From an optimization exercise on the open Yosys and OpenROAD flow, aimed at small area; shortcuts taken in it are not production practice. Function was checked by simulation only, so behaviour that the tests miss may differ from the original. Power and IR drop assume default switching activity.

==> design/flow/config.mk <==
export PLATFORM = sky130hd
export DESIGN_NAME = wb_req_arbiter
export DESIGN_NICKNAME = wb_req_arbiter
export VERILOG_FILES = /design/flow/design.v
export SDC_FILE = /design/flow/constraint.sdc
export NUM_CORES = 4
export LEC_CHECK = 0
export CAP_MARGIN = 20
export CORE_MARGIN = 2
export CORE_UTILIZATION = 40
export SLEW_MARGIN = 20
export SYNTH_HIERARCHICAL = 1
export SYNTH_MINIMUM_KEEP_SIZE = 0
==> design/flow/constraint.sdc <==
create_clock -name core_clock -period 5.0 [get_ports {clock}]
set_input_delay 1.0000 -clock core_clock [delete_from_list [all_inputs] [get_ports {clock}]]
set_output_delay 1.0000 -clock core_clock [all_outputs]
set_load 0.01 [all_outputs]
==> design/flow/design.v <==
module wb_req_arbiter #(
   parameter int DATA_W  = 96,
   parameter int THR_W   = 2,
   parameter int NUM_THR = 4,
   parameter int DEPTH   = 2
) (
   input  logic               clock,
   input  logic               reset,
   input  logic               alu_req_valid,
   input  logic [DATA_W-1:0]  alu_req_info,
   input  logic [THR_W-1:0]   alu_thread_id,
   output logic               alu_req_ready,
   input  logic               mul_req_valid,
   input  logic [DATA_W-1:0]  mul_req_info,
   input  logic [THR_W-1:0]   mul_thread_id,
   output logic               mul_req_ready,
   input  logic               cache_req_valid,
   input  logic [DATA_W-1:0]  cache_req_info,
   input  logic [THR_W-1:0]   cache_thread_id,
   output logic               cache_req_ready,
   input  logic [NUM_THR-1:0] flush,
   input  logic               rob_ready,
   output logic               out_valid,
   output logic [DATA_W-1:0]  out_info,
   output logic [THR_W-1:0]   out_thread_id,
   output logic [1:0]         out_source
);
   localparam int NS = 3;
   localparam int W  = DATA_W + THR_W;    
   logic [NS-1:0]         in_valid;
   logic [NS*W-1:0]       in_word;
   logic [NS-1:0]         full, eligible, discard, take, push;
   logic [NS*W-1:0]       e0, e1;         
   logic [NS-1:0]         rd;             
   logic [NS-1:0]         rr_q;           
   logic                  out_valid_q;
   logic [W-1:0]          out_q;
   logic [1:0]            out_src_q;
   logic                  load, any_take;
   logic [NS-1:0]         g;
   assign in_valid = {cache_req_valid, mul_req_valid, alu_req_valid};
   assign in_word  = {cache_thread_id, cache_req_info,
                      mul_thread_id, mul_req_info,
                      alu_thread_id, alu_req_info};
   assign alu_req_ready   = !full[0];
   assign mul_req_ready   = !full[1];
   assign cache_req_ready = !full[2];
   assign out_valid       = out_valid_q;
   assign out_info        = out_q[DATA_W-1:0];
   assign out_thread_id   = out_q[W-1:DATA_W];
   assign out_source      = out_src_q;
   for (genvar s = 0; s < NS; s++) begin : g_src
      logic [W-1:0] m0, m1;
      logic         l0, l1;           
      logic         rd_q, ne_q, full_q;
      logic         wr, hlive, pop;
      logic [THR_W-1:0] hthr;
      logic [W-1:0] inw;
      assign inw   = in_word[s*W +: W];
      assign hlive = rd_q ? l1 : l0;
      assign hthr  = rd_q ? m1[W-1:DATA_W] : m0[W-1:DATA_W];
      assign eligible[s] = ne_q && hlive && !flush[hthr];
      assign discard[s]  = ne_q && !hlive;
      assign push[s]     = in_valid[s] && !full_q;
      assign wr          = rd_q ^ ne_q;
      assign pop         = take[s] || discard[s];
      assign full[s]     = full_q;
      assign rd[s]       = rd_q;
      assign e0[s*W +: W] = m0;
      assign e1[s*W +: W] = m1;
      logic we0, we1;
      assign we0 = push[s] && !wr;
      assign we1 = push[s] && wr;
      logic [W-1:0] m0_d, m1_d;
      wba_hold #(.W(W)) u_h0 (.we(we0), .web(!we0), .d(inw), .q(m0), .y(m0_d));
      wba_hold #(.W(W)) u_h1 (.we(we1), .web(!we1), .d(inw), .q(m1), .y(m1_d));
      always_ff @(posedge clock) begin
         m0 <= m0_d;
         m1 <= m1_d;
         l0 <= we0 ? !flush[inw[W-1:DATA_W]] : (l0 && !flush[m0[W-1:DATA_W]]);
         l1 <= we1 ? !flush[inw[W-1:DATA_W]] : (l1 && !flush[m1[W-1:DATA_W]]);
      end
      always_ff @(posedge clock or posedge reset) begin
         if (reset) begin
            rd_q   <= 1'b0;
            ne_q   <= 1'b0;
            full_q <= 1'b0;
         end else begin
            rd_q <= rd_q ^ pop;
            if (push[s] && !pop) begin
               ne_q   <= 1'b1;
               full_q <= ne_q;
            end else if (!push[s] && pop) begin
               ne_q   <= full_q;
               full_q <= 1'b0;
            end
         end
      end
   end
   assign load = !out_valid_q || rob_ready;
   assign g[0] = eligible[0] && (rr_q[0] || (rr_q[1] && !eligible[1] && !eligible[2]) || (rr_q[2] && !eligible[2]));
   assign g[1] = eligible[1] && (rr_q[1] || (rr_q[2] && !eligible[2] && !eligible[0]) || (rr_q[0] && !eligible[0]));
   assign g[2] = eligible[2] && (rr_q[2] || (rr_q[0] && !eligible[0] && !eligible[1]) || (rr_q[1] && !eligible[1]));
   assign take     = {NS{load}} & g;
   assign any_take = |take;
   logic [W-1:0] out_d;
   wba_omux #(.W(W)) u_omux (
      .s00(take[0] && !rd[0]), .s01(take[0] && rd[0]),
      .s10(take[1] && !rd[1]), .s11(take[1] && rd[1]),
      .s20(take[2] && !rd[2]), .s21(take[2] && rd[2]),
      .sh(!any_take),
      .d00(e0[0*W +: W]), .d01(e1[0*W +: W]),
      .d10(e0[1*W +: W]), .d11(e1[1*W +: W]),
      .d20(e0[2*W +: W]), .d21(e1[2*W +: W]),
      .dh(out_q), .y(out_d));
   always_ff @(posedge clock) begin
      out_q     <= out_d;
      out_src_q <= ({2{any_take}} & {take[2], take[1]}) | ({2{!any_take}} & out_src_q);
   end
   always_ff @(posedge clock or posedge reset) begin
      if (reset) begin
         rr_q        <= 3'b001;
         out_valid_q <= 1'b0;
      end else if (load) begin
         out_valid_q <= any_take;
         if (any_take) rr_q <= {take[1], take[0], take[2]};
      end else if (flush[out_q[W-1:DATA_W]]) begin
         out_valid_q <= 1'b0;
      end
   end
endmodule
module wba_hold #(
   parameter int W = 1
) (
   input  logic         we,
   input  logic         web,
   input  logic [W-1:0] d,
   input  logic [W-1:0] q,
   output logic [W-1:0] y
);
   assign y = ({W{we}} & d) | ({W{web}} & q);
endmodule
module wba_omux #(
   parameter int W = 1
) (
   input  logic         s00, s01, s10, s11, s20, s21, sh,
   input  logic [W-1:0] d00, d01, d10, d11, d20, d21, dh,
   output logic [W-1:0] y
);
   assign y = ({W{s00}} & d00) | ({W{s01}} & d01) | ({W{s10}} & d10) | ({W{s11}} & d11)
            | ({W{s20}} & d20) | ({W{s21}} & d21) | ({W{sh}} & dh);
endmodule
==> design/flow/run.sh <==
#!/bin/bash
# synth_recipe.tcl (not shown) runs the flow's synth.tcl, then flattens the netlist and writes it again
# the make line also repeats each setting of config.mk as NAME=value (left out here)
make -C /OpenROAD-flow-scripts/flow DESIGN_CONFIG=/design/flow/config.mk WORK_HOME=/design/flow/orfs CLKGATE_MAP_FILE= SYNTH_SCRIPT=/design/flow/synth_recipe.tcl finish
==> summary.txt, run 1 <==
Outcome
  – Outcome: no timing/DRC/antenna violations

Critical path
  – Crit-path cells: mux2i_2 -> mux4_2 -> or4_1 -> a221oi_2 -> and2_4 -> buf_4 -> a22oi_1 -> nand3_1
  – Worst path required time: 5.55 ns
  – Slowest CP cell: and2_4
  – CP max stage delay: roughly 0.7 ns
  – CP startpoint kind: flip-flop
  – Crit path DAT: 4.48 ns
  – CP max FO: 34
  – Crit Path Category: flip-flop to flip-flop
  – Worst Setup End Kind: flip-flop

Routing
  – Total length of routed met3 wires: 6960 microns
  – Detailed-routed wire length on met2: 41700 microns
  – DR WL/cell: 27.6 microns
  – Final ANT Viol Nets: 0
  – Metal-1 WL: between 30000 and 40000 microns
  – Via count: 20176
  – Routed Wire Length: ~89000 microns
  – Top layer used by detailed routing: met5
  – DRC errors left: 0
  – TritonRoute pass-1 iters: 9
  – Via/cell ratio: between 6 and 7
  – DR iter-0 viols: 2117

Final layout
  – Post-layout util: 51.6%
  – Share of layout cells above drive strength 1: roughly 8.6%
  – Nets: 2669
  – P&R area growth vs syn: 27.8%
  – Final Cell Area: about 32000 sq um

Clock network
  – Htree depth: 3
  – CTS Buffer Depth: 3
  – Cts bufs inserted: 74
  – Post_cts resized: 0
  – Clock Latency Late Sink: ~0.6 ns
  – CTS Root Cell: clkbuf_16
  – CTS Hold Buffers Added: 0
  – Setup bufs post-CTS: 0
  – CTS sink cnt: 707
  – CTS tree: done
  – Reg clk slew, reported paths: 0.06 ns

Placed design
  – Hpwl dp: 52300 microns
  – Placed cell area: 29200 sq um
  – Final RePlAce weighted congestion: 0.845
  – Number of port buffers: 407

GRT
  – GRT overflow: 0
  – Vias in the first global route: 20703
  – Pin count of the biggest net entering global routing: 99
  – First-pass GRT wire length: 131000 microns
  – Antenna violations before repair: 18
  – GRT Util Overall: 26.9%

Floorplanning
  – Die ar.: 64100 sq um
  – Total core area: 61500 sq um
  – I/O pin cnt: 408
  – DIE HEIGHT: about 250 microns
  – Die Wd: 253 microns
  – Row Count: slightly above 90
  – Initial Utilization: 40.4%

STA
  – Period utilization: just under 80%
  – Layout Skew: 0.0219 ns
  – Final hold vios: 0
  – F_max: around 250 MHz
  – RSZ-0062 raised after global routing: no
  – Slew headroom: a little over a third
  – Slew at the pin closest to its max-slew limit: approximately 0.95 ns
  – Tmin final: 3.93 ns
  – Setup TNS Final: 0 ns
  – Slew Viols, Final: 0
  – Setup violators final: 0

Synthesis
  – Commonest register cell after synthesis: dfxtp_1
  – Synth area leaders: dfxtp_1, a22o_1, a22oi_1
  – Number of synthesized register bits: 707
  – Number of flops mapped to enable cells by yosys: 2
  – Commonest cells in the synthesized netlist: dfxtp_1, a22o_1, a22oi_1
  – Synth Cell Area: 24800 sq um
  – Synth area leader: dfxtp_1
  – Most common cell in the netlist: dfxtp_1
  – Syn_area_per_cell: 12.1 sq um
  – Sequential fraction of the synthesis area: 57.4%
  – Syn. warnings: 7
  – Yosys top cell area share: 55.8%
  – Syn Inst Count: about 2100
  – Synth Net Count: ~2400
  – Synth cell types: between 50 and 60
  – Ys async rst share: 1.84%

Power
  – Leak: 13.1 nW
  – Worst vdd ir: 0.000384 V
  – Tot Pwr: 24.5 mW
  – Pwr Density: 771 nW/um^2

Hold path
  – Worst hold path class: flip-flop to flip-flop

Run
  – Max-cap viol count: 0
-- layer usage --
layer,global-route usage (%),vias to the layer above
li1,-,8898
met1,34.9,10086
met2,43.5,973
met3,5.78,203
met4,10.9,16
met5,0,-
-- path summary, 6_finish.rpt --
check | start | end | slack (ns) | cells after the start
setup / recovery | g_src[1].rd_q | out_q[92] | 1.07 | 8
min in group asynchronous | reset | g_src[2].rd_q | 0.75 | 2
hold reg to reg | g_src[1].m0[70] | g_src[1].m0[70] | 0.47 | 1
setup reg to reg | g_src[1].rd_q | out_q[92] | 1.07 | 8
max in group asynchronous | reset | g_src[2].full_q | 3.88 | 2
hold / removal | g_src[1].m0[70] | g_src[1].m0[70] | 0.47 | 1
-- power by group --
part	internal, mW	switching [mW]
Combinational	3.94	4.59
Sequential	8.52	1.66
Clock	3.42	2.32
Total	15.9	8.58
-- through the flow --
step	hold slack (ns)	cells	worst slack (ns)
after global routing	0.480	3219	0.831
final	0.470	3221	1.07
after detailed placement	0.452	3076	0.674
after global placement	0.451	3076	0.750
after floorplan	0.439	2052	1.77
after CTS	0.471	3211	1.12
-- cell type report --
type | count | area, sq um
Multi-Input combinational cell | 1110 | 9220
Timing Repair Buffer | 451 | 4630
Sequential cell | 707 | 14200
Tap cell | 790 | 988
Fill cell | 5297 | 29700
Inverter | 18 | 82.6
Clock inverter | 31 | 334
Antenna cell | 10 | 25.0
Clock buffer | 104 | 2220
-- layout by cell type (no fill, tap or decap), drive strengths merged, types with 12 or more instances in the layout --
cell | synthesis | final
a222oi | 99 | 99
a22o | 590 | 590
a22oi | 197 | 197
buf | 161 | 44
clkbuf | 56 | 104
clkdlybuf4s50 | 0 | 407
clkinv | 0 | 17
dfrtp | 12 | 12
dfxtp | 692 | 692
inv | 18 | 23
nand2 | 18 | 18
nand3 | 98 | 98
-- worst max-delay path: cells and delay by family (launching register included) --
family / cells / cell delay [ns]
and+or+nand+nor: 3 / 1.25
muxes: 2 / 0.95
AOI/OAI and AO/OA: 2 / 0.67
DFF: 1 / 0.61
buffers and inverters: 1 / 0.37
-- registers in the layout, indices dropped and copies added, names as in the netlist, named ones only --
signal        flops
g_src.full_q      3
g_src.rd_q        3
rr_q              3
out_valid_q       1
g_src.l0          3
out_q            98
g_src.ne_q        3
g_src.m0        294
g_src.l1          3
g_src.m1        294
-- kinds of logic after synthesis --
kind of cell / synth area share (%)
adders and majority gates: 0.151
muxes: 1.46
AOI/OAI and AO/OA: 32.0
and+or+nand+nor: 3.14
DFF: 57.4
xor gates and xnor gates: 0.106
buffers and inverters: 5.81
==> run 2: changes to the inputs <==
--- a/design/flow/design.v
+++ b/design/flow/design.v
@@ -147,6 +147,17 @@
    input  logic [W-1:0] d00, d01, d10, d11, d20, d21, dh,
    output logic [W-1:0] y
 );
-   assign y = ({W{s00}} & d00) | ({W{s01}} & d01) | ({W{s10}} & d10) | ({W{s11}} & d11)
-            | ({W{s20}} & d20) | ({W{s21}} & d21) | ({W{sh}} & dh);
+   logic [W-1:0] na, nb;
+   wba_aoi3 #(.W(W)) u_a (.s0(s00), .s1(s01), .s2(s10), .d0(d00), .d1(d01), .d2(d10), .yn(na));
+   wba_aoi3 #(.W(W)) u_b (.s0(s11), .s1(s20), .s2(s21), .d0(d11), .d1(d20), .d2(d21), .yn(nb));
+   assign y = ~(na & nb) | ({W{sh}} & dh);
 endmodule
+module wba_aoi3 #(
+   parameter int W = 1
+) (
+   input  logic         s0, s1, s2,
+   input  logic [W-1:0] d0, d1, d2,
+   output logic [W-1:0] yn
+);
+   assign yn = ~(({W{s0}} & d0) | ({W{s1}} & d1) | ({W{s2}} & d2));
+endmodule
--- a/design/flow/config.mk
+++ b/design/flow/config.mk
@@ -7,7 +7,9 @@
 export LEC_CHECK = 0
 export CAP_MARGIN = 20
 export CORE_MARGIN = 2
-export CORE_UTILIZATION = 40
+export CORE_UTILIZATION = 60
+export CTS_BUF_LIST = sky130_fd_sc_hd__clkbuf_4
+export CTS_CLUSTER_SIZE = 20
 export SLEW_MARGIN = 20
 export SYNTH_HIERARCHICAL = 1
 export SYNTH_MINIMUM_KEEP_SIZE = 0
==> summary.txt, run 2 <==
GRT
  – GRT Util Overall: 36.1% (was 26.9%)
  – Vias in the first global route: 21396 (was 20703)
  – First-pass GRT wire length: 123000 microns (was 131000 microns)
  – Pin count of the biggest net entering global routing: 75 (was 99)
  – Antenna violations before repair: 15 (was 18)
  – GRT overflow: 0 (unchanged)

Run
  – Max-cap viol count: 0 (unchanged)

Routing
  – Via/cell ratio: 6.79 (was 6.26)
  – DR iter-0 viols: 2832 (was 2117)
  – Final ANT Viol Nets: 0 (unchanged)
  – TritonRoute pass-1 iters: 9 (unchanged)
  – DR WL/cell: 25.9 microns (was 27.6 microns)
  – Via count: 21166 (was 20176)
  – DRC errors left: 0 (unchanged)
  – Routed Wire Length: 80800 microns (was 89000 microns)

Hold path
  – Worst hold path class: input port to async pin (was flip-flop to flip-flop)

Clock network
  – Reg clk slew, reported paths: 0.07 ns (was 0.06 ns)
  – CTS Hold Buffers Added: 0 (unchanged)
  – CTS Root Cell: clkbuf_4 (was clkbuf_16)
  – CTS Buffer Depth: 3 (unchanged)
  – CTS sink cnt: 707 (unchanged)
  – CTS tree: done (unchanged)
  – Setup bufs post-CTS: 0 (unchanged)
  – Cts bufs inserted: 172 (was 74)
  – Htree depth: 4 (was 3)
  – Post_cts resized: 0 (unchanged)
  – Clock Latency Late Sink: 0.92 ns (was 0.61 ns)

Placed design
  – Final RePlAce weighted congestion: 0.872 (was 0.845)
  – Hpwl dp: 47300 microns (was 52300 microns)
  – Placed cell area: 28600 sq um (was 29200 sq um)
  – Number of port buffers: 407 (unchanged)

Synthesis
  – Synth area leader: dfxtp_1 (unchanged)
  – Yosys top cell area share: 55.9% (was 55.8%)
  – Syn Inst Count: 2052 (unchanged)
  – Number of flops mapped to enable cells by yosys: 2 (unchanged)
  – Syn_area_per_cell: 12.1 sq um (about the same)
  – Syn. warnings: 7 (unchanged)
  – Synth Cell Area: 24800 sq um (about the same)
  – Most common cell in the netlist: dfxtp_1 (unchanged)
  – Synth cell types: 52 (unchanged)
  – Synth area leaders: dfxtp_1, a22o_1, a222oi_1 (was dfxtp_1, a22o_1, a22oi_1)
  – Commonest register cell after synthesis: dfxtp_1 (unchanged)
  – Ys async rst share: 1.84% (unchanged)
  – Synth Net Count: 2359 (unchanged)
  – Sequential fraction of the synthesis area: 57.4% (about the same)
  – Number of synthesized register bits: 707 (unchanged)
  – Commonest cells in the synthesized netlist: dfxtp_1, a22o_1, a222oi_1 (was dfxtp_1, a22o_1, a22oi_1)

STA
  – Setup violators final: 0 (unchanged)
  – Period utilization: 75.0% (was 78.6%)
  – Setup TNS Final: 0 ns (unchanged)
  – Slew headroom: 28.3% (was 36.5%)
  – F_max: 267 MHz (was 254 MHz)
  – RSZ-0062 raised after global routing: no (unchanged)
  – Slew Viols, Final: 0 (unchanged)
  – Tmin final: 3.75 ns (was 3.93 ns)
  – Slew at the pin closest to its max-slew limit: 1.08 ns (was 0.953 ns)
  – Layout Skew: 0.0622 ns (was 0.0219 ns)
  – Final hold vios: 0 (unchanged)

Final layout
  – Final Cell Area: 30700 sq um (was 31700 sq um)
  – Top flop regs: g_src.m0: 294 flops, g_src.m1: 294 flops, out_q: 98 flops (unchanged)
  – Most common cell after layout, fill and taps aside: dfxtp_1 (unchanged)
  – Post-layout util: 75.1% (was 51.6%)
  – Multi-input logic area: 9100 sq um (was 9220 sq um)
  – Most frequent cells in the layout: dfxtp_1, a22o_1, clkdlybuf4s50_1, clkbuf_4, a222oi_1 (was dfxtp_1, a22o_1, clkdlybuf4s50_1, a22oi_1, a222oi_1)
  – Nets: 2761 (was 2669)
  – P&R area growth vs syn: 23.7% (was 27.8%)
  – Share of layout cells above drive strength 1: 12.9% (was 8.63%)
  – Fillers: 2865 (was 5297)
  – Reg area: 14200 sq um (unchanged)

Floorplanning
  – Die ar.: 43000 sq um (was 64100 sq um)
  – DIE HEIGHT: 207 microns (was 253 microns)
  – I/O pin cnt: 408 (unchanged)
  – Initial Utilization: 60.7% (was 40.4%)
  – Total core area: 40800 sq um (was 61500 sq um)
  – Die Wd: 207 microns (was 253 microns)
  – Row Count: 74 (was 91)

Critical path
  – Worst Setup End Kind: flip-flop (unchanged)
  – Reg2Reg Launch Point: g_src[1].rd_q (unchanged)
  – Crit path launch: g_src[1].rd_q (unchanged)
  – Crit path DAT: 4.49 ns (was 4.48 ns)
  – CP max FO: 42 (was 34)
  – Crit Path Category: flip-flop to flip-flop (unchanged)
  – CP startpoint kind: flip-flop (unchanged)
  – Worst path required time: 5.74 ns (was 5.55 ns)

Power
  – Leak: 13.1 nW (about the same)
  – Worst vdd ir: 0.000542 V (was 0.000384 V)
  – Tot Pwr: 23.0 mW (was 24.5 mW)
  – Pwr Density: 750 nW/um^2 (was 771 nW/um^2)

Outcome
  – Outcome: no timing/DRC/antenna violations (unchanged)
[run 2: final timing paths]
kind,end,depth (start not counted),slack (ns)
worst max register to register,out_q[5],10,1.25
max in group asynchronous,out_valid_q,2,4.13
worst min register to register,out_q[76],2,0.47
worst max-delay path,out_q[5],10,1.25
worst min-delay path,rr_q[1],2,0.44
min in group core_clock,out_q[76],2,0.47
[run 2: worst max-delay path: stages (launching register included)]
cell	delay, ns
dfrtp_1	0.62
mux2i_2	0.38
mux4_2	0.57
or3_1	0.32
o2111a_1	0.18
a21oi_4	0.21
inv_2	0.11
and2_4	0.37
buf_4	0.33
a222oi_1	0.36
nand3_1	0.14
[run 2: power breakdown]
group          switching, mW  internal, mW
clock                   2.23          2.26
sequential              1.71          8.54
combinational           4.37          3.91
total                   8.30          14.7
[run 2: layer usage]
layer	share of wire, %	track usage (%)	vias up	routed length, microns
met2	45	56.4	1403	36700
met3	11	8.88	167	8500
met1	41	48.3	10429	33300
met4	2.8	14.8	6	2260
met5	0.046	0	-	37
li1	-	-	9161	-
[run 2: cell type report]
| class | instances | area share [%] |
|---|---|---|
| antenna | 15 | 0.122 |
| clock buffer | 248 | 6.07 |
| tap | 532 | 2.17 |
| inverter | 18 | 0.245 |
| multi-input combinational | 1110 | 29.7 |
| clock inverter | 40 | 0.494 |
| timing repair buffer | 445 | 14.8 |
| sequential | 707 | 46.4 |
[run 2: metrics by stage]
step	worst slack, ns	hold slack [ns]	instances
floorplan	1.84	0.439	2052
global placement	0.824	0.451	2812
detailed placement	0.749	0.452	2812
CTS	1.38	0.379	3100
global route	1.16	0.439	3113
finish	1.25	0.440	3115
[run 2: kinds of logic after synthesis]
family / synth area share [%]
XOR/XNOR: 0.106
adder cells (fa/ha/maj): 0.151
multiplexers: 1.46
AO/OA/AOI/OAI: 30.0
buffers and inverters: 6.18
flip-flops: 57.4
AND/OR/NAND/NOR: 4.63
==> run 3: changes to the inputs <==
==> design/flow/flow/run.sh (new file) <==
#!/bin/bash
# Standard synthesis, then the standard layout with 1x port buffers.
set -euo pipefail
bash standard.sh synth > synth_step.log 2>&1
bash standard.sh BUFFER_PORTS_ARGS="-buffer_cell sky130_fd_sc_hd__buf_1" finish > layout_step.log 2>&1
==> design/flow/standard.sh (new file) <==
#!/bin/bash
# synth_recipe.tcl (not shown) runs the flow's synth.tcl, then flattens the netlist and writes it again
# the make line also repeats each setting of config.mk as NAME=value (left out here)
make -C /OpenROAD-flow-scripts/flow DESIGN_CONFIG=/design/flow/config.mk WORK_HOME=/design/flow/orfs CLKGATE_MAP_FILE= SYNTH_SCRIPT=/design/flow/synth_recipe.tcl "${@:-finish}"
removed: design/flow/run.sh
==> summary.txt, run 3 <==
Final layout
  – Post-layout util: 68.5% (was 75.1%)
  – Most frequent cells in the layout: dfxtp_1, a22o_1, buf_1, clkbuf_4, a222oi_1 (was dfxtp_1, a22o_1, clkdlybuf4s50_1, clkbuf_4, a222oi_1)
  – Share of layout cells above drive strength 1: 12.5% (was 12.9%)
  – Reg area: 14200 sq um (unchanged)
  – P&R area growth vs syn: 12.9% (was 23.7%)
  – Nets: 2760 (was 2761)
  – Most common cell after layout, fill and taps aside: dfxtp_1 (unchanged)
  – Top flop regs: g_src.m0: 294 flops, g_src.m1: 294 flops, out_q: 98 flops (unchanged)
  – Fillers: 3268 (was 2865)
  – Multi-input logic area: 9100 sq um (unchanged)

Synthesis
  – Synth area leader: dfxtp_1 (unchanged)
  – Syn_area_per_cell: 12.1 sq um (unchanged)
  – Synth Net Count: 2359 (unchanged)
  – Most common cell in the netlist: dfxtp_1 (unchanged)
  – Synth area leaders: dfxtp_1, a22o_1, a222oi_1 (unchanged)
  – Commonest cells in the synthesized netlist: dfxtp_1, a22o_1, a222oi_1 (unchanged)
  – Number of synthesized register bits: 707 (unchanged)
  – Number of flops mapped to enable cells by yosys: 2 (unchanged)
  – Syn Inst Count: 2052 (unchanged)
  – Sequential fraction of the synthesis area: 57.4% (unchanged)
  – Synth cell types: 52 (unchanged)
  – Commonest register cell after synthesis: dfxtp_1 (unchanged)
  – Syn. warnings: 7 (unchanged)
  – Synth Cell Area: 24800 sq um (unchanged)
  – Ys async rst share: 1.84% (unchanged)
  – Yosys top cell area share: 55.9% (unchanged)

STA
  – Layout Skew: 0.0407 ns (was 0.0622 ns)
  – Tmin final: 3.81 ns (was 3.75 ns)
  – Slew headroom: 29.8% (was 28.3%)
  – Setup TNS Final: 0 ns (unchanged)
  – F_max: 263 MHz (was 267 MHz)
  – RSZ-0062 raised after global routing: no (unchanged)
  – Final hold vios: 0 (unchanged)
  – Setup violators final: 0 (unchanged)
  – Slew at the pin closest to its max-slew limit: 1.05 ns (was 1.08 ns)
  – Slew Viols, Final: 0 (unchanged)
  – Worst setup margin: 1.19 ns (was 1.25 ns)
  – Period utilization: 76.2% (was 75.0%)

Clock network
  – Setup bufs post-CTS: 0 (unchanged)
  – Htree depth: 4 (unchanged)
  – Post_cts resized: 0 (unchanged)
  – CTS Buffer Depth: 3 (unchanged)
  – CTS Hold Buffers Added: 0 (unchanged)
  – Clock Latency Late Sink: 0.87 ns (was 0.92 ns)
  – CTS sink cnt: 707 (unchanged)
  – CTS Root Cell: clkbuf_4 (unchanged)
  – Reg clk slew, reported paths: 0.07 ns (about the same)
  – CTS tree: done (unchanged)
  – Cts bufs inserted: 171 (was 172)

GRT
  – Vias in the first global route: 20767 (was 21396)
  – Pin count of the biggest net entering global routing: 71 (was 75)
  – Antenna violations before repair: 24 (was 15)
  – First-pass GRT wire length: 122000 microns (was 123000 microns)
  – GRT Util Overall: 36.0% (was 36.1%)
  – GRT overflow: 0 (unchanged)

Critical path
  – Worst Setup End Kind: flip-flop (unchanged)
  – Crit path DAT: 4.49 ns (about the same)
  – CP startpoint kind: flip-flop (unchanged)
  – Crit path buf inv count: 2 (unchanged)
  – Crit Path Category: flip-flop to flip-flop (unchanged)
  – Top Family by Delay on Critical Path: multiplexers (unchanged)
  – Slowest CP cell: dfrtp_1 (unchanged)
  – Worst path required time: 5.68 ns (was 5.74 ns)
  – CP max stage delay: 0.62 ns (about the same)
  – CP max FO: 46 (was 42)
  – Crit-path cells: mux2i_2 -> mux4_2 -> or3_1 -> o2111a_1 -> a21oi_4 -> inv_2 -> and2_4 -> buf_4 -> a222oi_1 -> nand3_1 (unchanged)

Power
  – Sequential Power Share: 45.5% (was 44.5%)
  – Internal Pwr Total: 14.1 mW (was 14.7 mW)
  – Pwr Density: 798 nW/um^2 (was 750 nW/um^2)
  – Sw frac: 36.9% (was 36.1%)
  – Worst vdd ir: 0.000540 V (was 0.000542 V)
  – Combinational Power Share: 34.6% (was 36.0%)
  – Clock power frac: 19.9% (was 19.5%)
  – Leak: 11.9 nW (was 13.1 nW)
  – Tot Pwr: 22.3 mW (was 23.0 mW)
  – P_sw: 8.26 mW (was 8.30 mW)

Floorplanning
  – Die Wd: 207 microns (unchanged)
  – Total core area: 40800 sq um (unchanged)
  – Row Count: 74 (unchanged)
  – I/O pin cnt: 408 (unchanged)
  – DIE HEIGHT: 207 microns (unchanged)
  – Die ar.: 43000 sq um (unchanged)
  – Initial Utilization: 60.7% (unchanged)

Routing
  – Final ANT Viol Nets: 0 (unchanged)
  – DR iter-0 viols: 2918 (was 2832)
  – Routed Wire Length: 80500 microns (was 80800 microns)
  – DR WL/cell: 25.9 microns (about the same)
  – Via/cell ratio: 6.71 (was 6.79)
  – Via count: 20892 (was 21166)
  – DRC errors left: 0 (unchanged)
  – TritonRoute pass-1 iters: 10 (was 9)

Placed design
  – Hpwl dp: 45900 microns (was 47300 microns)
  – Dpl ws: 1.03 ns (was 0.749 ns)
  – Number of port buffers: 407 (unchanged)
  – Final RePlAce weighted congestion: 0.831 (was 0.872)

Outcome
  – Outcome: no timing/DRC/antenna violations (unchanged)

Hold path
  – Worst hold path class: input port to async pin (unchanged)

Run
  – Max-cap viol count: 0 (unchanged)
==> run 3: cell counts after synthesis <==
No cell type changed its count.
==> run 3: power groups by stage <==
| stage | Sequential [mW] | Clock [mW] | Combinational [mW] |
|---|---|---|---|
| after global placement | 10.1 | 0 | 7.33 |
| after detailed placement | 10.2 | 0 | 7.58 |
| after CTS | 10.1 | 4.51 | 7.62 |
| final | 10.2 | 4.45 | 7.73 |
| after floorplan | 9.87 | 0 | 5.82 |
| after global routing | 10.4 | 4.82 | 8.26 |
==> run 3: metrics by stage <==
stage | cell area [sq um] | std cells | hold WS (ns)
floorplan | 24800 | 2052 | 0.439
global placement | 26000 | 2812 | 0.451
detailed placement | 26000 | 2812 | 0.451
CTS | 27900 | 3094 | 0.101
global route | 28000 | 3108 | 0.129
finish | 28000 | 3113 | 0.157
==> run 3: cell families (layout without fill, tap and decap cells) <==
logic type               count (synthesis)  count (layout)  share of synthesized area [%]
multiplexers                            22              22                           1.46
buffers and inverters                  235             745                           6.18
AND/OR/NAND/NOR                        253             253                           4.63
AO/OA/AOI/OAI                          829             829                           30.0
XOR/XNOR                                 3               3                          0.106
flip-flops                             707             707                           57.4
other                                    0              19                              0
adder cells (fa/ha/maj)                  3               3                          0.151
==> run 3: worst reg2reg max path: cells and delay by family, from the launching register on <==
kind | cells | cell delay (ns)
compound gates | 3 | 0.83
buf+inv | 2 | 0.39
flops | 1 | 0.62
mux | 2 | 0.95
simple gates | 3 | 0.84
==> run 3: final timing paths <==
kind | startpoint | end | slack (ns) | depth (start not counted)
max reg2reg | g_src[1].rd_q | out_q[38] | 1.19 | 10
min reg2reg | g_src[1].m1[62] | g_src[1].m1[62] | 0.47 | 1
max | g_src[1].rd_q | out_q[38] | 1.19 | 10
min | reset | g_src[1].full_q | 0.16 | 2
max in group asynchronous | reset | rr_q[0] | 4.47 | 2
min in group core_clock | mul_req_info[6] | g_src[1].m1[6] | 0.39 | 2
==> run 3: routing by layer <==
metal	up-vias	routed length (microns)	GRT usage, %	share of wire, %
met5	-	83	0	0.10
met4	14	2540	14.9	3.2
met3	164	8620	11.3	11
met2	1189	36000	55.0	45
met1	10368	33300	47.4	41
li1	9157	-	-	-
==> run 3: layout make-up <==
class                           count  area share [%]
Sequential cell                   707            50.9
Multi-Input combinational cell   1110            32.5
Timing Repair Buffer              445            6.70
Clock buffer                      240            6.44
Tap cell                          532            2.38
Clock inverter                     42           0.662
Inverter                           18           0.268
Antenna cell                       19           0.170
==> run 4: changes to the inputs <==
==> design/flow/flow/run.sh (replaced) <==
#!/bin/bash
# Standard synthesis, then the standard layout with 1x port buffers and a
# clock tree of clkbuf_4 leaf clusters without dummy loads.
set -euo pipefail
bash standard.sh synth > synth_step.log 2>&1
bash standard.sh \
  BUFFER_PORTS_ARGS="-buffer_cell sky130_fd_sc_hd__buf_1" \
  CTS_ARGS="-sink_clustering_enable -repair_clock_nets -sink_clustering_size 10 -sink_clustering_max_diameter 40 -buf_list sky130_fd_sc_hd__clkbuf_4 -dont_use_dummy_load" \
  finish > layout_step.log 2>&1
--- a/design/flow/config.mk
+++ b/design/flow/config.mk
@@ -7,9 +7,7 @@
 export LEC_CHECK = 0
 export CAP_MARGIN = 20
 export CORE_MARGIN = 2
-export CORE_UTILIZATION = 60
-export CTS_BUF_LIST = sky130_fd_sc_hd__clkbuf_4
-export CTS_CLUSTER_SIZE = 20
+export CORE_UTILIZATION = 70
 export SLEW_MARGIN = 20
 export SYNTH_HIERARCHICAL = 1
 export SYNTH_MINIMUM_KEEP_SIZE = 0
==> summary.txt, run 4 <==
Synthesis
  – Multiplexer share of the synthesized area: 1.46% (unchanged)
  – Commonest cells in the synthesized netlist: dfxtp_1, a22o_1, a222oi_1 (unchanged)
  – Most common cell in the netlist: dfxtp_1 (unchanged)
  – Synth cell types: 52 (unchanged)
  – Simple logic cell fraction of the synthesized area: 4.63% (unchanged)
  – Largest family of logic cells by synthesized area: compound AO/OA/AOI/OAI gates (unchanged)
  – Number of flops mapped to enable cells by yosys: 2 (unchanged)
  – Synth Net Count: 2359 (unchanged)
  – Syn_area_per_cell: 12.1 sq um (unchanged)
  – Yosys top cell area share: 55.9% (unchanged)
  – Commonest register cell after synthesis: dfxtp_1 (unchanged)
  – Sequential fraction of the synthesis area: 57.4% (unchanged)
  – Synth Cell Area: 24800 sq um (unchanged)
  – Compound-gate portion of the synthesized area: 30.0% (unchanged)
  – Synth area leaders: dfxtp_1, a22o_1, a222oi_1 (unchanged)
  – XOR/XNOR Fraction of Synth Area: 0.106% (unchanged)
  – Ys async rst share: 1.84% (unchanged)
  – Syn Inst Count: 2052 (unchanged)
  – Synth area leader: dfxtp_1 (unchanged)
  – Number of synthesized register bits: 707 (unchanged)
  – Post-Synth Adder-Cell Area: 0.151% (unchanged)
  – Syn. warnings: 7 (unchanged)

Floorplanning
  – Total core area: 34700 sq um (was 40800 sq um)
  – Die ar.: 36900 sq um (was 43000 sq um)
  – Row Count: 68 (was 74)
  – I/O pin cnt: 408 (unchanged)
  – Initial Utilization: 71.4% (was 60.7%)
  – DIE HEIGHT: 192 microns (was 207 microns)
  – Die Wd: 192 microns (was 207 microns)

Final layout
  – Most common cell after layout, fill and taps aside: dfxtp_1 (unchanged)
  – Most frequent cells in the layout: dfxtp_1, a22o_1, buf_1, a222oi_1, nand2_1 (was dfxtp_1, a22o_1, buf_1, clkbuf_4, a222oi_1)
  – Share of layout cells above drive strength 1: 6.61% (was 12.5%)
  – Top flop regs: g_src.m0: 294 flops, g_src.m1: 294 flops, out_q: 98 flops (unchanged)
  – Nets: 2668 (was 2760)
  – P&R area growth vs syn: 6.94% (was 12.9%)

Clock network
  – CTS sink cnt: 707 (unchanged)
  – Cts bufs inserted: 85 (was 171)
  – CTS Buffer Depth: 3 (unchanged)
  – Clock Latency Late Sink: 0.82 ns (was 0.87 ns)
  – Setup bufs post-CTS: 0 (unchanged)
  – Htree depth: 3 (was 4)
  – CTS Root Cell: clkbuf_4 (unchanged)
  – Reg clk slew, reported paths: 0.11 ns (was 0.07 ns)
  – Post_cts resized: 0 (unchanged)
  – CTS tree: done (unchanged)
  – CTS Hold Buffers Added: 0 (unchanged)

GRT
  – Pin count of the biggest net entering global routing: 99 (was 71)
  – GRT overflow: 0 (unchanged)
  – Antenna violations before repair: 19 (was 24)
  – GRT Util Overall: 39.6% (was 36.0%)
  – First-pass GRT wire length: 113000 microns (was 122000 microns)
  – Vias in the first global route: 20302 (was 20767)

Critical path
  – Worst path required time: 5.73 ns (was 5.68 ns)
  – CP max FO: 66 (was 46)
  – CP startpoint kind: flip-flop (unchanged)
  – CP max stage delay: 0.64 ns (was 0.62 ns)
  – Crit Path Category: flip-flop to flip-flop (unchanged)
  – Worst Setup End Kind: flip-flop (unchanged)
  – Crit path DAT: 4.84 ns (was 4.49 ns)
  – Slowest CP cell: dfrtp_1 (unchanged)
  – Crit-path cells: mux2i_2 -> mux4_2 -> or4_1 -> a221oi_2 -> inv_1 -> nor2_4 -> buf_12 -> a222oi_1 -> nand3_1 (was mux2i_2 -> mux4_2 -> or3_1 -> o2111a_1 -> a21oi_4 -> inv_2 -> and2_4 -> buf_4 -> a222oi_1 -> nand3_1)

STA
  – Layout Skew: 0.0676 ns (was 0.0407 ns)
  – Tmin final: 4.11 ns (was 3.81 ns)
  – RSZ-0062 raised after global routing: no (unchanged)
  – Setup violators final: 0 (unchanged)
  – Slew headroom: 24.7% (was 29.8%)
  – Setup TNS Final: 0 ns (unchanged)
  – Slew Viols, Final: 0 (unchanged)
  – F_max: 243 MHz (was 263 MHz)
  – Slew at the pin closest to its max-slew limit: 1.13 ns (was 1.05 ns)
  – Period utilization: 82.3% (was 76.2%)
  – Final hold vios: 0 (unchanged)

Placed design
  – Number of port buffers: 407 (unchanged)
  – Final RePlAce weighted congestion: 0.890 (was 0.831)
  – Hpwl dp: 44300 microns (was 45900 microns)

Routing
  – Final ANT Viol Nets: 0 (unchanged)
  – TritonRoute pass-1 iters: 10 (unchanged)
  – Via/cell ratio: 7.19 (was 6.71)
  – DR WL/cell: 26.3 microns (was 25.9 microns)
  – DR iter-0 viols: 2835 (was 2918)
  – Via count: 20343 (was 20892)
  – DRC errors left: 0 (unchanged)
  – Routed Wire Length: 74500 microns (was 80500 microns)

Power
  – Leak: 11.1 nW (was 11.9 nW)
  – Internal Pwr Total: 12.6 mW (was 14.1 mW)
  – Tot Pwr: 20.3 mW (was 22.3 mW)
  – Pwr Density: 765 nW/um^2 (was 798 nW/um^2)
  – Combinational Power Share: 37.3% (was 34.6%)
  – P_sw: 7.66 mW (was 8.26 mW)
  – Clock power frac: 12.4% (was 19.9%)
  – Worst vdd ir: 0.000557 V (was 0.000540 V)
  – Sw frac: 37.8% (was 36.9%)
  – Sequential Power Share: 50.2% (was 45.5%)

Outcome
  – Outcome: no timing/DRC/antenna violations (unchanged)

Run
  – Max-cap viol count: 0 (unchanged)

Hold path
  – Worst hold path class: input port to async pin (unchanged)
## run 4: cell count changes in the layout (fill, tap and decap cells not counted), sizes merged
cell / change
clkbuf: -155
clkinv: -40
buf: -6
diode: -4
bufinv: -1
inv: -1
## run 4: power groups by stage
stage                     logic [mW]  registers [mW]  clock network (mW)
after floorplan                 5.82            9.87                   0
after global placement          7.17            10.1                   0
after detailed placement        7.44            10.2                   0
after CTS                       7.45            10.1                2.54
after global routing            8.10            10.5                2.76
final                           7.57            10.2                2.52
## run 4: layout make-up
| type | instances | area [sq um] |
|---|---|---|
| Multi-Input combinational cell | 1110 | 9100 |
| Inverter | 18 | 75.1 |
| Timing Repair Buffer | 439 | 1860 |
| Tap cell | 455 | 569 |
| Sequential cell | 707 | 14200 |
| Fill cell | 2446 | 8200 |
| Antenna cell | 15 | 37.5 |
| Clock buffer | 85 | 638 |
## run 4: cells by family after synthesis
group	Yosys count
muxes	22
buffers and inverters	235
AOI/OAI and AO/OA	829
xor gates and xnor gates	3
adders and majority gates	3
DFF	707
and+or+nand+nor	253
## run 4: metrics by stage
| stage | worst slack (ns) | utilization, % | std cells | cell area [sq um] | hold slack (ns) |
|---|---|---|---|---|---|
| finish | 0.887 | 76.4 | 2829 | 26500 | 0.166 |
| global route | 0.756 | 76.4 | 2825 | 26500 | 0.190 |
| CTS | 0.999 | 76.3 | 2814 | 26500 | 0.144 |
| detailed placement | 0.841 | 74.4 | 2729 | 25800 | 0.452 |
| global placement | 0.938 | 74.4 | 2729 | 25800 | 0.451 |
| floorplan | 1.84 | - | 2052 | 24800 | 0.439 |
## run 4: routing by layer
| layer | wire [microns] | track usage, % | vias to the layer above | share of wire (%) |
|---|---|---|---|---|
| li1 | - | - | 8850 | - |
| met1 | 28700 | 50.6 | 9932 | 39 |
| met2 | 33900 | 62.6 | 1347 | 45 |
| met3 | 8960 | 10.6 | 202 | 12 |
| met4 | 2850 | 18.5 | 12 | 3.8 |
| met5 | 73 | 0 | - | 0.098 |
## run 4: final timing paths
kind                       slack [ns]               to  cells past startpoint        startpoint
setup / recovery                 0.89        out_q[70]                      9     g_src[1].rd_q
hold / removal                   0.17    g_src[0].ne_q                      2             reset
setup reg to reg                 0.89        out_q[70]                      9     g_src[1].rd_q
hold reg to reg                  0.48  g_src[1].m0[14]                      1   g_src[1].m0[14]
max in group asynchronous        4.42    g_src[2].rd_q                      2             reset
min in group core_clock          0.43  g_src[0].m1[82]                      2  alu_req_info[82]
## run 4: worst max-delay path, delay by kind of cell (launching register included)
family                 cells  cell delay (ns)
buffers and inverters      2             0.64
AO/OA/AOI/OAI              2             0.66
AND/OR/NAND/NOR            3             1.08
flip-flops                 1             0.64
multiplexers               2             0.98
==> run 5: changes to the inputs <==
==> design/flow/config.mk (replaced) <==
export PLATFORM = sky130hd
export DESIGN_NAME = wb_req_arbiter
export DESIGN_NICKNAME = wb_req_arbiter
export VERILOG_FILES = /design/flow/design.v
export SDC_FILE = /design/flow/constraint.sdc
export NUM_CORES = 4
export LEC_CHECK = 0
export CAP_MARGIN = 10
export CORE_MARGIN = 2
export CORE_UTILIZATION = 80
export SLEW_MARGIN = 10
export SYNTH_HIERARCHICAL = 1
export SYNTH_MINIMUM_KEEP_SIZE = 0
==> summary.txt, run 5 <==
Outcome
  – Outcome: no timing/DRC/antenna violations (unchanged)

Floorplanning
  – I/O pin cnt: 408 (unchanged)
  – Die Wd: 180 microns (was 192 microns)
  – Row Count: 64 (was 68)
  – Total core area: 30600 sq um (was 34700 sq um)
  – Initial Utilization: 81.1% (was 71.4%)
  – Die ar.: 32400 sq um (was 36900 sq um)
  – DIE HEIGHT: 180 microns (was 192 microns)

Critical path
  – Slowest CP cell: and2_4 (was dfrtp_1)
  – Crit path buf inv count: 1 (was 2)
  – Worst Setup End Kind: flip-flop (unchanged)
  – CP startpoint kind: flip-flop (unchanged)
  – Crit path DAT: 4.35 ns (was 4.84 ns)
  – Crit-path cells: mux2i_1 -> nor4b_1 -> a222oi_1 -> a21oi_1 -> nor2_1 -> and2_4 -> buf_12 -> a222oi_1 -> nand3_1 (was mux2i_2 -> mux4_2 -> or4_1 -> a221oi_2 -> inv_1 -> nor2_4 -> buf_12 -> a222oi_1 -> nand3_1)
  – CP max FO: 44 (was 66)
  – Crit Path Category: flip-flop to flip-flop (unchanged)
  – Cell mode on critical path: a222oi_1
  – Top Family by Delay on Critical Path: simple AND/OR/NAND/NOR gates (unchanged)
  – CP max stage delay: 0.75 ns (was 0.64 ns)
  – Worst path required time: 5.62 ns (was 5.73 ns)

Clock network
  – CTS sink cnt: 707 (unchanged)
  – Post_cts resized: 0 (unchanged)
  – CTS Buffer Depth: 3 (unchanged)
  – Cts bufs inserted: 81 (was 85)
  – Htree depth: 3 (unchanged)
  – Reg clk slew, reported paths: 0.11 ns (about the same)
  – CTS Hold Buffers Added: 0 (unchanged)
  – CTS tree: done (unchanged)
  – Clock Latency Late Sink: 0.77 ns (was 0.82 ns)
  – Setup bufs post-CTS: 0 (unchanged)
  – CTS Root Cell: clkbuf_4 (unchanged)

Synthesis
  – Commonest cells in the synthesized netlist: dfxtp_1, a22o_1, a222oi_1 (unchanged)
  – Synth cell types: 52 (unchanged)
  – Yosys top cell area share: 55.9% (unchanged)
  – Most common cell in the netlist: dfxtp_1 (unchanged)
  – Synth Cell Area: 24800 sq um (unchanged)
  – Number of synthesized register bits: 707 (unchanged)
  – Sequential fraction of the synthesis area: 57.4% (unchanged)
  – Syn_area_per_cell: 12.1 sq um (unchanged)
  – Syn. warnings: 7 (unchanged)
  – Synth Net Count: 2359 (unchanged)
  – Commonest register cell after synthesis: dfxtp_1 (unchanged)
  – Number of flops mapped to enable cells by yosys: 2 (unchanged)
  – Synth area leader: dfxtp_1 (unchanged)
  – Synth area leaders: dfxtp_1, a22o_1, a222oi_1 (unchanged)
  – Ys async rst share: 1.84% (unchanged)
  – Syn Inst Count: 2052 (unchanged)

Final layout
  – Share of layout cells above drive strength 1: 6.37% (was 6.61%)
  – Fillers: 1611 (was 2446)
  – P&R area growth vs syn: 6.59% (was 6.94%)
  – Top flop regs: g_src.m0: 294 flops, g_src.m1: 294 flops, out_q: 98 flops (unchanged)
  – Nets: 2662 (was 2668)
  – Post-layout util: 86.4% (was 76.4%)
  – Post-route insts no fill: 2767 (was 2829)
  – Most common cell after layout, fill and taps aside: dfxtp_1 (unchanged)
  – Most frequent cells in the layout: dfxtp_1, a22o_1, buf_1, a222oi_1, nand2_1 (unchanged)

GRT
  – First-pass GRT wire length: 115000 microns (was 113000 microns)
  – GRT Util Overall: 44.1% (was 39.6%)
  – Antenna violations before repair: 22 (was 19)
  – Pin count of the biggest net entering global routing: 69 (was 99)
  – Vias in the first global route: 20717 (was 20302)
  – GRT overflow: 0 (unchanged)

Power
  – Worst vdd ir: 0.000679 V (was 0.000557 V)
  – Pwr Density: 770 nW/um^2 (was 765 nW/um^2)
  – Tot Pwr: 20.4 mW (was 20.3 mW)
  – Leak: 11.1 nW (about the same)

Placed design
  – Dpl ws: 1.13 ns (was 0.841 ns)
  – Placed Cells: 2668 (was 2729)
  – Final RePlAce weighted congestion: 0.920 (was 0.890)
  – Hpwl dp: 44500 microns (was 44300 microns)
  – Number of port buffers: 407 (unchanged)

Hold path
  – Worst hold path class: input port to async pin (unchanged)

STA
  – Setup TNS Final: 0 ns (unchanged)
  – Slew Viols, Final: 0 (unchanged)
  – Slew headroom: 35.5% (was 24.7%)
  – Slew at the pin closest to its max-slew limit: 0.967 ns (was 1.13 ns)
  – RSZ-0062 raised after global routing: no (unchanged)
  – Period utilization: 74.7% (was 82.3%)
  – Setup violators final: 0 (unchanged)
  – Worst setup margin: 1.26 ns (was 0.887 ns)
  – F_max: 268 MHz (was 243 MHz)
  – Layout Skew: 0.0994 ns (was 0.0676 ns)
  – Tmin final: 3.74 ns (was 4.11 ns)
  – Final hold vios: 0 (unchanged)

Routing
  – DRC errors left: 0 (unchanged)
  – TritonRoute pass-1 iters: 10 (unchanged)
  – DR iter-0 viols: 3837 (was 2835)
  – Routed Wire Length: 74600 microns (was 74500 microns)
  – DR WL/cell: 27.0 microns (was 26.3 microns)
  – Via count: 20957 (was 20343)
  – Via/cell ratio: 7.57 (was 7.19)
  – Final ANT Viol Nets: 0 (unchanged)

Run
  – Max-cap viol count: 0 (unchanged)
run 5: cell types whose count changed in the layout (fill, tap and decap cells not counted):
cell / previous run / this run
diode_2: 15 / 18
buf_4: 25 / 21
buf_12: 7 / 9
clkbuf_4: 85 / 81
run 5: report_power, final:
group          internal, mW  switching [mW]  total (mW)
Clock                 0.748            1.72        2.47
Sequential             8.52            1.71        10.2
Combinational          3.32            4.34        7.66
Total                  12.6            7.77        20.4
run 5: layout make-up:
| cell class | count | area [sq um] | area share [%] |
|---|---|---|---|
| flip-flops and latches | 707 | 14200 | 53.9 |
| multi-input cells | 1110 | 9100 | 34.4 |
| clock buffers | 81 | 608 | 2.30 |
| diodes | 18 | 45.0 | 0.170 |
| inverters | 18 | 75.1 | 0.284 |
| repair buffers | 437 | 1870 | 7.06 |
| well taps | 396 | 495 | 1.87 |
run 5: logic make-up (layout without fill, tap and decap cells):
| family | Yosys count | in the layout | share of synthesized area [%] |
|---|---|---|---|
| adders and majority gates | 3 | 3 | 0.151 |
| DFF | 707 | 707 | 57.4 |
| and+or+nand+nor | 253 | 253 | 4.63 |
| AOI/OAI and AO/OA | 829 | 829 | 30.0 |
| buffers and inverters | 235 | 536 | 6.18 |
| other | 0 | 18 | 0 |
| muxes | 22 | 22 | 1.46 |
| xor gates and xnor gates | 3 | 3 | 0.106 |
run 5: layer usage:
metal  track usage, %  vias up  share of wire [%]
met5                0        -              0.098
met4             23.8       12                4.7
met3             12.4      277                 15
met2             67.4     1767                 45
met1             57.3    10077                 36
li1                 -     8824                  -
run 5: metrics by stage:
step	hold slack (ns)	area, sq um
floorplan	0.439	24800
global placement	0.451	25800
detailed placement	0.452	25800
CTS	0.245	26400
global route	0.280	26400
finish	0.246	26400
run 5: path summary, 6_finish.rpt:
path	slack, ns	cells after the start	end	start
max	1.26	9	out_q[86]	g_src[1].rd_q
min	0.25	2	out_valid_q	reset
max reg2reg	1.26	9	out_q[86]	g_src[1].rd_q
min reg2reg	0.45	2	out_q[2]	g_src[1].m1[2]
max in group asynchronous	4.34	2	g_src[0].rd_q	reset
min in group core_clock	0.45	2	out_q[2]	g_src[1].m1[2]
run 5: worst reg2reg max path, delay by kind of cell (launching register included):
family	cells	cell delay, ns
AOI/OAI and AO/OA	3	0.70
buffers and inverters	1	0.32
DFF	1	0.64
and+or+nand+nor	4	1.49
muxes	1	0.52
==> run 6: changes to the inputs <==
==> design/flow/flow/run.sh (replaced) <==
#!/bin/bash
# Standard synthesis, then the standard layout with 1x port buffers and a
# clock tree of clkbuf_4 without dummy loads.
set -euo pipefail
bash standard.sh synth > synth_step.log 2>&1
bash standard.sh \
  BUFFER_PORTS_ARGS="-buffer_cell sky130_fd_sc_hd__buf_1" \
  CTS_ARGS="-sink_clustering_enable -repair_clock_nets -sink_clustering_size 8 -sink_clustering_max_diameter 40 -buf_list sky130_fd_sc_hd__clkbuf_4 -dont_use_dummy_load" \
  finish > layout_step.log 2>&1
--- a/design/flow/config.mk
+++ b/design/flow/config.mk
@@ -5,9 +5,9 @@
 export SDC_FILE = /design/flow/constraint.sdc
 export NUM_CORES = 4
 export LEC_CHECK = 0
-export CAP_MARGIN = 10
+export CAP_MARGIN = 20
 export CORE_MARGIN = 2
 export CORE_UTILIZATION = 80
-export SLEW_MARGIN = 10
+export SLEW_MARGIN = 20
 export SYNTH_HIERARCHICAL = 1
 export SYNTH_MINIMUM_KEEP_SIZE = 0
==> summary.txt, run 6 <==
Synthesis
  – Simple logic cell fraction of the synthesized area: 4.63% (unchanged)
  – Syn_area_per_cell: 12.1 sq um (unchanged)
  – Largest family of logic cells by synthesized area: compound AO/OA/AOI/OAI gates (unchanged)
  – Sequential fraction of the synthesis area: 57.4% (unchanged)
  – Synth Cell Area: 24800 sq um (unchanged)
  – Multiplexer share of the synthesized area: 1.46% (unchanged)
  – Synth area leader: dfxtp_1 (unchanged)
  – Synth area leaders: dfxtp_1, a22o_1, a222oi_1 (unchanged)
  – Synth Net Count: 2359 (unchanged)
  – Number of synthesized register bits: 707 (unchanged)
  – Yosys top cell area share: 55.9% (unchanged)
  – Most common cell in the netlist: dfxtp_1 (unchanged)
  – Ys async rst share: 1.84% (unchanged)
  – Compound-gate portion of the synthesized area: 30.0% (unchanged)
  – Syn Inst Count: 2052 (unchanged)
  – Commonest register cell after synthesis: dfxtp_1 (unchanged)
  – Number of flops mapped to enable cells by yosys: 2 (unchanged)
  – Syn. warnings: 7 (unchanged)
  – Commonest cells in the synthesized netlist: dfxtp_1, a22o_1, a222oi_1 (unchanged)
  – Post-Synth Adder-Cell Area: 0.151% (unchanged)
  – Synth cell types: 52 (unchanged)
  – XOR/XNOR Fraction of Synth Area: 0.106% (unchanged)

GRT
  – Pin count of the biggest net entering global routing: 69 (unchanged)
  – Vias in the first global route: 21058 (was 20717)
  – GRT Util Overall: 44.8% (was 44.1%)
  – First-pass GRT wire length: 116000 microns (was 115000 microns)
  – Antenna violations before repair: 24 (was 22)
  – GRT overflow: 0 (unchanged)

Critical path
  – Cell mode on critical path: a222oi_1 (unchanged)
  – Worst Setup EP: out_q[72] (was out_q[86])
  – Worst path depth: 9 (unchanged)
  – Crit Path Category: flip-flop to flip-flop (unchanged)
  – Top Family by Delay on Critical Path: simple AND/OR/NAND/NOR gates (unchanged)
  – Crit path buf inv count: 1 (unchanged)
  – CP startpoint kind: flip-flop (unchanged)
  – Crit-path cells: mux2_2 -> nor4b_1 -> a222oi_1 -> a21oi_1 -> nor2_1 -> and2_4 -> buf_4 -> a222oi_1 -> nand3_1 (was mux2i_1 -> nor4b_1 -> a222oi_1 -> a21oi_1 -> nor2_1 -> and2_4 -> buf_12 -> a222oi_1 -> nand3_1)
  – CP max FO: 44 (unchanged)
  – Reg2Reg Launch Point: g_src[1].rd_q (unchanged)
  – Worst Setup End Kind: flip-flop (unchanged)
  – Worst path required time: 5.69 ns (was 5.62 ns)
  – Reg2reg path depth: 9 (unchanged)
  – Reg2reg setup slack: 1.25 ns (was 1.26 ns)
  – CP max stage delay: 0.75 ns (about the same)
  – Crit path DAT: 4.44 ns (was 4.35 ns)
  – Slowest CP cell: and2_4 (unchanged)
  – Crit Reg-Reg Endpoint: out_q[72] (was out_q[86])
  – Crit path launch: g_src[1].rd_q (unchanged)

Clock network
  – CTS tree: done (unchanged)
  – CTS Root Cell: clkbuf_4 (unchanged)
  – CTS Hold Buffers Added: 0 (unchanged)
  – Setup bufs post-CTS: 0 (unchanged)
  – CTS sink cnt: 707 (unchanged)
  – Post_cts resized: 0 (unchanged)
  – Cts bufs inserted: 98 (was 81)
  – Htree depth: 3 (unchanged)
  – Reg clk slew, reported paths: 0.10 ns (was 0.11 ns)
  – Clock Latency Late Sink: 0.79 ns (was 0.77 ns)
  – CTS Buffer Depth: 3 (unchanged)

Final layout
  – P&R area growth vs syn: 7.13% (was 6.59%)
  – Nets: 2679 (was 2662)
  – Fillers: 1592 (was 1611)
  – Top flop regs: g_src.m0: 294 flops, g_src.m1: 294 flops, out_q: 98 flops (unchanged)
  – Most common cell after layout, fill and taps aside: dfxtp_1 (unchanged)
  – Post-route insts no fill: 2786 (was 2767)
  – Share of layout cells above drive strength 1: 7.05% (was 6.37%)
  – Most frequent cells in the layout: dfxtp_1, a22o_1, buf_1, a222oi_1, nand2_1 (unchanged)
  – Multi-input logic area: 9100 sq um (unchanged)
  – Reg area: 14200 sq um (unchanged)

Routing
  – DR iter-0 viols: 3547 (was 3837)
  – Routed Wire Length: 75200 microns (was 74600 microns)
  – DRC errors left: 0 (unchanged)
  – Via/cell ratio: 7.58 (was 7.57)
  – DR WL/cell: 27.0 microns (about the same)
  – TritonRoute pass-1 iters: 12 (was 10)
  – Via count: 21113 (was 20957)
  – Final ANT Viol Nets: 0 (unchanged)

STA
  – Slew headroom: 37.5% (was 35.5%)
  – Slew Viols, Final: 0 (unchanged)
  – F_max: 267 MHz (was 268 MHz)
  – Tmin final: 3.75 ns (was 3.74 ns)
  – Setup violators final: 0 (unchanged)
  – Setup TNS Final: 0 ns (unchanged)
  – Slew at the pin closest to its max-slew limit: 0.937 ns (was 0.967 ns)
  – Final hold vios: 0 (unchanged)
  – RSZ-0062 raised after global routing: no (unchanged)
  – Layout Skew: 0.0558 ns (was 0.0994 ns)
  – Period utilization: 75.0% (was 74.7%)

Floorplanning
  – Die ar.: 32400 sq um (unchanged)
  – DIE HEIGHT: 180 microns (unchanged)
  – Initial Utilization: 81.1% (unchanged)
  – Die Wd: 180 microns (unchanged)
  – I/O pin cnt: 408 (unchanged)
  – Row Count: 64 (unchanged)
  – Total core area: 30600 sq um (unchanged)

Power
  – Internal Pwr Total: 12.7 mW (was 12.6 mW)
  – Leak: 11.1 nW (about the same)
  – P_sw: 7.84 mW (was 7.77 mW)
  – Pwr Density: 775 nW/um^2 (was 770 nW/um^2)
  – Sw frac: 38.1% (was 38.2%)
  – Tot Pwr: 20.6 mW (was 20.4 mW)
  – Combinational Power Share: 37.3% (was 37.6%)
  – Clock power frac: 13.0% (was 12.1%)
  – Sequential Power Share: 49.7% (was 50.3%)
  – Worst vdd ir: 0.000680 V (was 0.000679 V)

Placed design
  – Hpwl dp: 44500 microns (unchanged)
  – Number of port buffers: 407 (unchanged)
  – Placed Cells: 2668 (unchanged)
  – Final RePlAce weighted congestion: 0.920 (unchanged)

Outcome
  – Outcome: no timing/DRC/antenna violations (unchanged)

Hold path
  – Worst hold path class: input port to async pin (unchanged)

Run
  – Max-cap viol count: 0 (unchanged)
[run 6: worst min-delay path by stage]
stage                     from         endpoint  slack, ns
3_3_place_gp   g_src[1].m1[15]  g_src[1].m1[15]       0.45
5_1_grt                  reset    g_src[0].ne_q       0.22
2_1_floorplan   g_src[0].m1[0]   g_src[0].m1[0]       0.44
3_5_place_dp   g_src[0].m0[30]  g_src[0].m0[30]       0.45
6_report                 reset  g_src[0].full_q       0.19
4_1_cts                  reset    g_src[0].ne_q       0.19
[run 6: area by class of cell]
class	count	area share, %
Inverter	18	0.283
Clock buffer	98	2.77
Multi-Input combinational cell	1110	34.3
Timing Repair Buffer	437	7.02
Tap cell	396	1.87
Sequential cell	707	53.6
Antenna cell	20	0.188
[run 6: worst reg2reg max path, stage by stage (launching register included)]
cell,delay [ns]
dfrtp_1,0.64
mux2_2,0.43
nor4b_1,0.16
a222oi_1,0.32
a21oi_1,0.18
nor2_1,0.47
and2_4,0.75
buf_4,0.42
a222oi_1,0.16
nand3_1,0.15
[run 6: power groups by stage]
stage          sequential (mW)  clock (mW)  combinational [mW]
2_1_floorplan             9.87           0                5.82
3_3_place_gp              10.1           0                7.08
3_5_place_dp              10.2           0                7.40
4_1_cts                   10.2        2.66                7.46
5_1_grt                   10.5        2.89                8.12
6_report                  10.2        2.68                7.67
[run 6: per-layer routing]
| metal | part of all wire [%] | wire length, microns | track usage (%) |
|---|---|---|---|
| met1 | 36 | 26800 | 58.2 |
| met5 | 0.10 | 76 | 0 |
| met3 | 15 | 11100 | 13.0 |
| met4 | 4.8 | 3620 | 24.8 |
| met2 | 45 | 33600 | 67.8 |
[run 6: per-stage QoR]
step | util [%] | hold WS (ns) | cell area (sq um) | worst slack, ns
2_1_floorplan | - | 0.439 | 24800 | 1.84
3_3_place_gp | 84.3 | 0.451 | 25800 | 1.29
3_5_place_dp | 84.3 | 0.452 | 25800 | 1.13
4_1_cts | 86.7 | 0.189 | 26500 | 1.38
5_1_grt | 86.8 | 0.215 | 26600 | 1.13
6_report | 86.8 | 0.193 | 26600 | 1.25
[run 6: kinds of logic (layout without fill, tap and decap cells)]
kind of cell / Yosys count / count (layout)
compound gates: 829 / 829
xor+xnor: 3 / 3
fa+ha+maj: 3 / 3
buf+inv: 235 / 553
flops: 707 / 707
mux: 22 / 22
other cells: 0 / 20
simple gates: 253 / 253

-- re-timing with driven ports --
The results above use ideal ports. As a check the final layouts listed here were re-extracted and re-timed, cells and wires unchanged.
Step 1, drivers: a clkbuf_16 drives clock and a buf_2 each remaining input, both assumed.
Step 2 moves the port delays by t, midway between the first and last clock arrival at a register: inputs arrive t later, outputs are due t later. That takes back most of the time a late clock gives input paths.
Slacks: no drivers / after step 1 / after step 2; pairs: no drivers / after step 1.
| run | shift t [ns] | slack for setup (ns) | latest minus earliest clock arrival (ns) | worst data-port slew with drivers (ns) |
|---|---|---|---|---|
| run 1 | 0.665 | 1.069 / 1.069 / 0.553 | 0.022 / 0.023 | 0.14 |
| run 2 | 0.951 | 1.251 / 1.251 / 0.556 | 0.063 / 0.063 | 0.11 |
| run 3 | 0.907 | 1.192 / 1.192 / 0.825 | 0.046 / 0.046 | 0.10 |
| run 4 | 0.845 | 0.887 / 0.887 / 0.705 | 0.068 / 0.068 | 0.11 |
| run 5 | 0.772 | 1.265 / 1.265 / 0.876 | 0.103 / 0.103 | 0.11 |
| run 6 | 0.820 | 1.252 / 1.252 / 0.890 | 0.059 / 0.059 | 0.15 |
After both steps every run listed still meets setup and hold. For run 2, which loses most, drivers alone change the setup slack by 0.000 ns; drivers and shift together by -0.695 ns.
